What follows belongs to an exercise in optimizing a design on an open flow for small area, a short achievable clock period and few clock cycles per item; a production flow would make more cautious choices.
The RTL was checked by simulation tests, not by an equivalence proof against the original design.
Power and IR drop assume default switching activity.

==> flow/design.v <==
package act_pkg;
  localparam int LANE_W = 32;
  typedef enum logic [1:0] {
    ACT_BYPASS = 2'b00,
    ACT_RELU   = 2'b01,
    ACT_LEAKY  = 2'b10,
    ACT_CLIP   = 2'b11
  } act_mode_e;
  function automatic logic is_zero(input logic [LANE_W-1:0] x);
    is_zero = (x[LANE_W-2:0] == '0);
  endfunction
endpackage
module act_lane
#(
  parameter int SHW = 5
) (
  input  logic [act_pkg::LANE_W-1:0] x,
  input  logic [act_pkg::LANE_W-1:0] q,
  input  logic                       hold,
  input  logic [3:0]                 mode,
  input  logic [SHW-1:0]             shift,
  input  logic [act_pkg::LANE_W-2:0] himask,
  input  logic [act_pkg::LANE_W-1:0] clip,
  input  logic                       clip_zero,
  output logic [act_pkg::LANE_W-1:0] d,
  output logic                       zero
);
  localparam int MW = act_pkg::LANE_W - 1;
  logic          s;
  logic [MW-1:0] m;
  logic [MW-1:0] t;
  logic          m_nz, t_nz, gt, leaky_neg, kill, csel, sgn;
  logic          sel_x, sel_t, sel_c;
  assign s         = x[MW];
  assign m         = x[MW-1:0];
  assign t         = m >> shift;
  assign m_nz      = |m;
  assign t_nz      = |(m & himask);
  logic [31:0] g0, e0;
  logic [15:0] g1, e1;
  logic [7:0]  g2, e2;
  logic [3:0]  g3, e3;
  logic [1:0]  g4, e4;
  always_comb begin
    for (int i = 0; i < 32; i++) begin
      if (i < MW) begin g0[i] = m[i] & ~clip[i]; e0[i] = m[i] | ~clip[i]; end
      else        begin g0[i] = 1'b0;            e0[i] = 1'b1;            end
    end
    for (int i = 0; i < 16; i++) begin
      g1[i] = g0[2*i+1] | (e0[2*i+1] & g0[2*i]);
      e1[i] = g0[2*i+1] | (e0[2*i+1] & e0[2*i]);
    end
    for (int i = 0; i < 8; i++) begin
      g2[i] = g1[2*i+1] | (e1[2*i+1] & g1[2*i]);
      e2[i] = g1[2*i+1] | (e1[2*i+1] & e1[2*i]);
    end
    for (int i = 0; i < 4; i++) begin
      g3[i] = g2[2*i+1] | (e2[2*i+1] & g2[2*i]);
      e3[i] = g2[2*i+1] | (e2[2*i+1] & e2[2*i]);
    end
    for (int i = 0; i < 2; i++) begin
      g4[i] = g3[2*i+1] | (e3[2*i+1] & g3[2*i]);
      e4[i] = g3[2*i+1] | (e3[2*i+1] & e3[2*i]);
    end
  end
  assign gt        = g4[1] | (e4[1] & g4[0]);
  assign leaky_neg = mode[act_pkg::ACT_LEAKY] && s;
  assign kill      = s && (mode[act_pkg::ACT_RELU] || mode[act_pkg::ACT_CLIP]);
  assign csel      = mode[act_pkg::ACT_CLIP] && !s && gt;
  assign sel_x = !hold && !kill && !leaky_neg && !csel;
  assign sel_t = !hold && leaky_neg;
  assign sel_c = !hold && csel;
  assign sgn  = (mode[act_pkg::ACT_BYPASS] && s)
             || (mode[act_pkg::ACT_LEAKY]  && s && t_nz)
             || (mode[act_pkg::ACT_CLIP]   && csel && clip[MW]);
  assign zero = (mode[act_pkg::ACT_BYPASS] && !m_nz)
             || (mode[act_pkg::ACT_RELU]   && (s || !m_nz))
             || (mode[act_pkg::ACT_LEAKY]  && (s ? !t_nz : !m_nz))
             || (mode[act_pkg::ACT_CLIP]   && (s || !m_nz || clip_zero));
  assign d[MW]     = hold ? q[MW] : sgn;
  assign d[MW-1:0] = (q[MW-1:0] & {MW{hold}})
                   | (m         & {MW{sel_x}})
                   | (t         & {MW{sel_t}})
                   | (clip[MW-1:0] & {MW{sel_c}});
endmodule
module act_stream_unit
#(
  parameter int LANES = 6,
  parameter int BEATS = 6,
  parameter int SHW   = 5,
  localparam int ZCW  = $clog2(LANES*BEATS+1),
  localparam int CW   = $clog2(BEATS),
  localparam int PCW  = $clog2(LANES+1)
) (
  input  logic                    clk,
  input  logic                    rst_n,
  input  logic [1:0]              mode_i,
  input  logic [SHW-1:0]          shift_i,
  input  logic [act_pkg::LANE_W-1:0]       clip_i,
  input  logic                    in_valid,
  output logic                    in_ready,
  input  logic [LANES*act_pkg::LANE_W-1:0] in_data,
  output logic                    out_valid,
  input  logic                    out_ready,
  output logic [LANES*act_pkg::LANE_W-1:0] out_data,
  output logic                    out_last,
  output logic [ZCW-1:0]          out_zero_cnt
);
  localparam int W  = act_pkg::LANE_W;
  localparam logic [CW-1:0] LAST_BEAT = CW'(BEATS-1);
  logic [CW-1:0]  beat_cnt;      
  logic           mid_q;         
  logic           v_q;
  logic [3:0]     mode_q;        
  logic           czero_q;       
  logic [SHW-1:0] shift_q;
  logic [W-1:0]   clip_q;
  logic [LANES*W-1:0] y_q;
  logic               last_q;
  logic [PCW-1:0]     pop_q;
  logic [ZCW-1:0]     zprev_q;
  logic [ZCW-4:0]     zhi1_q;    
  logic               accept, hold;
  logic [3:0]         mode_e, mode_i_oh;
  logic [SHW-1:0]     shift_e;
  logic [W-1:0]       clip_e;
  logic [W-2:0]       himask;
  logic               clip_zero;
  logic [LANES*W-1:0] y_d;
  logic [LANES-1:0]   zero_d;
  logic [PCW-1:0]     pop_d;
  assign in_ready  = !v_q || out_ready;
  assign hold      = !in_ready;
  assign accept    = in_valid && in_ready;
  assign out_valid = v_q;
  assign out_last  = last_q;
  assign out_data  = y_q;
  logic [2:0] zg, zp;
  logic [3:1] zc;
  assign zg    = zprev_q[2:0] & pop_q;
  assign zp    = zprev_q[2:0] ^ pop_q;
  assign zc[1] = zg[0];
  assign zc[2] = zg[1] | (zp[1] & zg[0]);
  assign zc[3] = zg[2] | (zp[2] & zg[1]) | (zp[2] & zp[1] & zg[0]);
  assign out_zero_cnt = {zc[3] ? zhi1_q : zprev_q[5:3], zp ^ {zc[2:1], 1'b0}};
  for (genvar k = 0; k < 4; k++) begin : g_mode
    assign mode_i_oh[k] = (mode_i == 2'(k));
  end
  assign mode_e    = mid_q ? mode_q  : mode_i_oh;
  assign shift_e   = mid_q ? shift_q : shift_i;
  assign clip_e    = mid_q ? clip_q  : clip_i;
  assign clip_zero = mid_q ? czero_q : (clip_i[W-2:0] == '0);
  for (genvar i = 0; i < W-1; i++) begin : g_mask
    assign himask[i] = (i >= shift_e);
  end
  for (genvar g = 0; g < LANES; g++) begin : g_lane
    act_lane #(.SHW(SHW)) u_lane (
      .x         (in_data[g*W +: W]),
      .q         (y_q[g*W +: W]),
      .hold      (hold),
      .mode      (mode_e),
      .shift     (shift_e),
      .himask    (himask),
      .clip      (clip_e),
      .clip_zero (clip_zero),
      .d         (y_d[g*W +: W]),
      .zero      (zero_d[g])
    );
  end
  logic [2:0] po, pa;
  logic       ge1, ge2, ge3, ge4, ge5, ge6;
  for (genvar k = 0; k < 3; k++) begin : g_pair
    assign po[k] = zero_d[2*k] | zero_d[2*k+1];
    assign pa[k] = zero_d[2*k] & zero_d[2*k+1];
  end
  assign ge1 = po[0] | po[1] | po[2];
  assign ge2 = pa[0] | pa[1] | pa[2] | (po[0] & po[1]) | (po[0] & po[2]) | (po[1] & po[2]);
  assign ge3 = (pa[0] & (po[1] | po[2])) | (pa[1] & (po[0] | po[2])) | (pa[2] & (po[0] | po[1]))
             | (po[0] & po[1] & po[2]);
  assign ge4 = (pa[0] & pa[1]) | (pa[0] & pa[2]) | (pa[1] & pa[2])
             | (pa[0] & po[1] & po[2]) | (pa[1] & po[0] & po[2]) | (pa[2] & po[0] & po[1]);
  assign ge5 = (pa[0] & pa[1] & po[2]) | (pa[0] & pa[2] & po[1]) | (pa[1] & pa[2] & po[0]);
  assign ge6 = pa[0] & pa[1] & pa[2];
  assign pop_d = {ge4, (ge2 & !ge4) | ge6, (ge1 & !ge2) | (ge3 & !ge4) | (ge5 & !ge6)};
  always_ff @(posedge clk or negedge rst_n) begin
    if (!rst_n) begin
      beat_cnt <= '0;
      mid_q    <= 1'b0;
      v_q      <= 1'b0;
    end else begin
      if (in_ready) v_q <= in_valid;
      if (accept) begin
        beat_cnt <= (beat_cnt == LAST_BEAT) ? '0 : beat_cnt + 1'b1;
        mid_q    <= (beat_cnt != LAST_BEAT);
      end
    end
  end
  always_ff @(posedge clk) begin
    y_q <= y_d;
    mode_q  <= mode_e;
    czero_q <= clip_zero;
    shift_q <= shift_e;
    clip_q  <= clip_e;
    if (accept) begin
      last_q  <= (beat_cnt == LAST_BEAT);
      pop_q   <= pop_d;
      zprev_q <= !mid_q ? '0 : out_zero_cnt;
      zhi1_q  <= !mid_q ? 3'd1 : out_zero_cnt[5:3] + 3'd1;
    end
  end
endmodule
==> flow/config.mk <==
export PLATFORM = sky130hd
export DESIGN_NAME = act_stream_unit
export DESIGN_NICKNAME = act_stream_unit
export VERILOG_FILES = /design/flow/design.v
export SDC_FILE = /design/flow/constraint.sdc
export NUM_CORES = 4
export LEC_CHECK = 0
export ABC_AREA = 1
export CAP_MARGIN = 20
export CORE_MARGIN = 2
export CORE_UTILIZATION = 42
export CTS_CLUSTER_DIAMETER = 100
export CTS_CLUSTER_SIZE = 20
export SETUP_SLACK_MARGIN = 4.0
export SLEW_MARGIN = 20
export TNS_END_PERCENT = 10
==> flow/constraint.sdc <==
create_clock -name core_clock -period 7.5 [get_ports {clk}]
set_input_delay 1.5000 -clock core_clock [delete_from_list [all_inputs] [get_ports {clk}]]
set_output_delay 1.5000 -clock core_clock [all_outputs]
set_load 0.01 [all_outputs]
standard.sh (not shown) runs the stock make flow with config.mk's settings and CLKGATE_MAP_FILE= SYNTH_SCRIPT=/design/flow/synth_recipe.tcl, a recipe that flattens the netlist after the stock synthesis.
==> flow/flow/run.sh <==
#!/bin/bash
# The standard layout (the standard.sh, unchanged synthesis and steps),
# with the port buffers made from buf_2 cells instead of the resizer's
# default pick, a slow delay buffer. Every port still gets its buffer.
set -o pipefail
export BUFFER_PORTS_ARGS="-buffer_cell sky130_fd_sc_hd__buf_2"
bash standard.sh > standard.log 2>&1
Testbench counts at the start, summed over its fixed seeds: cycles 4,808, beats 4,800.
==> next run, changes <==
--- a/flow/design.v
+++ b/flow/design.v
@@ -17,7 +17,7 @@
   input  logic [act_pkg::LANE_W-1:0] x,
   input  logic [act_pkg::LANE_W-1:0] q,
   input  logic                       hold,
-  input  logic [3:0]                 mode,
+  input  logic [1:0]                 mode,
   input  logic [SHW-1:0]             shift,
   input  logic [act_pkg::LANE_W-2:0] himask,
   input  logic [act_pkg::LANE_W-1:0] clip,
@@ -64,19 +64,26 @@
     end
   end
   assign gt        = g4[1] | (e4[1] & g4[0]);
-  assign leaky_neg = mode[act_pkg::ACT_LEAKY] && s;
-  assign kill      = s && (mode[act_pkg::ACT_RELU] || mode[act_pkg::ACT_CLIP]);
-  assign csel      = mode[act_pkg::ACT_CLIP] && !s && gt;
+  assign leaky_neg = (mode == act_pkg::ACT_LEAKY) && s;
+  assign kill      = s && (mode == act_pkg::ACT_RELU || mode == act_pkg::ACT_CLIP);
+  assign csel      = (mode == act_pkg::ACT_CLIP) && !s && gt;
   assign sel_x = !hold && !kill && !leaky_neg && !csel;
   assign sel_t = !hold && leaky_neg;
   assign sel_c = !hold && csel;
-  assign sgn  = (mode[act_pkg::ACT_BYPASS] && s)
-             || (mode[act_pkg::ACT_LEAKY]  && s && t_nz)
-             || (mode[act_pkg::ACT_CLIP]   && csel && clip[MW]);
-  assign zero = (mode[act_pkg::ACT_BYPASS] && !m_nz)
-             || (mode[act_pkg::ACT_RELU]   && (s || !m_nz))
-             || (mode[act_pkg::ACT_LEAKY]  && (s ? !t_nz : !m_nz))
-             || (mode[act_pkg::ACT_CLIP]   && (s || !m_nz || clip_zero));
+  always_comb begin
+    case (mode)
+      act_pkg::ACT_BYPASS: sgn = s;
+      act_pkg::ACT_RELU:   sgn = 1'b0;
+      act_pkg::ACT_LEAKY:  sgn = s && t_nz;
+      default:             sgn = csel && clip[MW];
+    endcase
+    case (mode)
+      act_pkg::ACT_BYPASS: zero = !m_nz;
+      act_pkg::ACT_RELU:   zero = s || !m_nz;
+      act_pkg::ACT_LEAKY:  zero = s ? !t_nz : !m_nz;
+      default:             zero = s || !m_nz || clip_zero;
+    endcase
+  end
   assign d[MW]     = hold ? q[MW] : sgn;
   assign d[MW-1:0] = (q[MW-1:0] & {MW{hold}})
                    | (m         & {MW{sel_x}})
@@ -109,10 +116,9 @@
   localparam int W  = act_pkg::LANE_W;
   localparam logic [CW-1:0] LAST_BEAT = CW'(BEATS-1);
   logic [CW-1:0]  beat_cnt;      
-  logic           mid_q;         
+  logic           first_q;       
   logic           v_q;
-  logic [3:0]     mode_q;        
-  logic           czero_q;       
+  logic [1:0]     mode_q;
   logic [SHW-1:0] shift_q;
   logic [W-1:0]   clip_q;
   logic [LANES*W-1:0] y_q;
@@ -121,7 +127,7 @@
   logic [ZCW-1:0]     zprev_q;
   logic [ZCW-4:0]     zhi1_q;    
   logic               accept, hold;
-  logic [3:0]         mode_e, mode_i_oh;
+  logic [1:0]         mode_e;
   logic [SHW-1:0]     shift_e;
   logic [W-1:0]       clip_e;
   logic [W-2:0]       himask;
@@ -143,13 +149,10 @@
   assign zc[2] = zg[1] | (zp[1] & zg[0]);
   assign zc[3] = zg[2] | (zp[2] & zg[1]) | (zp[2] & zp[1] & zg[0]);
   assign out_zero_cnt = {zc[3] ? zhi1_q : zprev_q[5:3], zp ^ {zc[2:1], 1'b0}};
-  for (genvar k = 0; k < 4; k++) begin : g_mode
-    assign mode_i_oh[k] = (mode_i == 2'(k));
-  end
-  assign mode_e    = mid_q ? mode_q  : mode_i_oh;
-  assign shift_e   = mid_q ? shift_q : shift_i;
-  assign clip_e    = mid_q ? clip_q  : clip_i;
-  assign clip_zero = mid_q ? czero_q : (clip_i[W-2:0] == '0);
+  assign mode_e    = first_q ? mode_i  : mode_q;
+  assign shift_e   = first_q ? shift_i : shift_q;
+  assign clip_e    = first_q ? clip_i  : clip_q;
+  assign clip_zero = (clip_e[W-2:0] == '0);
   for (genvar i = 0; i < W-1; i++) begin : g_mask
     assign himask[i] = (i >= shift_e);
   end
@@ -185,27 +188,26 @@
   always_ff @(posedge clk or negedge rst_n) begin
     if (!rst_n) begin
       beat_cnt <= '0;
-      mid_q    <= 1'b0;
+      first_q  <= 1'b1;
       v_q      <= 1'b0;
     end else begin
       if (in_ready) v_q <= in_valid;
       if (accept) begin
         beat_cnt <= (beat_cnt == LAST_BEAT) ? '0 : beat_cnt + 1'b1;
-        mid_q    <= (beat_cnt != LAST_BEAT);
+        first_q  <= (beat_cnt == LAST_BEAT);
       end
     end
   end
   always_ff @(posedge clk) begin
     y_q <= y_d;
     mode_q  <= mode_e;
-    czero_q <= clip_zero;
     shift_q <= shift_e;
     clip_q  <= clip_e;
     if (accept) begin
       last_q  <= (beat_cnt == LAST_BEAT);
       pop_q   <= pop_d;
-      zprev_q <= !mid_q ? '0 : out_zero_cnt;
-      zhi1_q  <= !mid_q ? 3'd1 : out_zero_cnt[5:3] + 3'd1;
+      zprev_q <= first_q ? '0 : out_zero_cnt;
+      zhi1_q  <= first_q ? 3'd1 : out_zero_cnt[5:3] + 3'd1;
     end
   end
 endmodule
Cell area went down by a few percent.
Utilization went down by 1.7 points.
Worst hold slack loses 8.4 ps.
Routed wire length went down slightly.
Synthesized area went down slightly.
Sequential share of layout area went up by 0.60 points.
Clock skew went up by 4.4 ps.
Clock power went up by a little under a tenth.
Worst setup slack loses 22 ps.
Power went up by well over a third.
Final cell count went down slightly.
Maximum frequency went down slightly.
Global-route usage went up by 0.80 points.
Testbench counts after the change, summed over its fixed seeds: cycles 4,808, beats 4,800.

## re-timing with driven ports
The flow's constraints put no driver on any port. The routed layouts listed below were extracted and timed again, unchanged, in two steps.
Step 1 sets driving cells, clkbuf_16 on the clock port and buf_2 on the other inputs (assumed; they add their load-dependent delay and slew).
Step 2 also shifts input and output timing later by t, the mid clock arrival at the registers, as if the neighbouring blocks saw the same clock.
Three values: ideal, step 1, step 2; two values: the first two.
| run | t, ns | setup slack, ns | latest minus earliest clock arrival (ns) |
|---|---|---|---|
| the first run | 0.665 | 3.720 / 3.738 / 3.073 | 0.032 / 0.031 |
| the second run | 0.668 | 3.698 / 3.707 / 3.077 | 0.033 / 0.032 |
After both steps setup and hold are still met in every run listed. For the first run, which loses most, drivers alone change the setup slack by +0.018 ns; drivers and shift together by -0.647 ns.
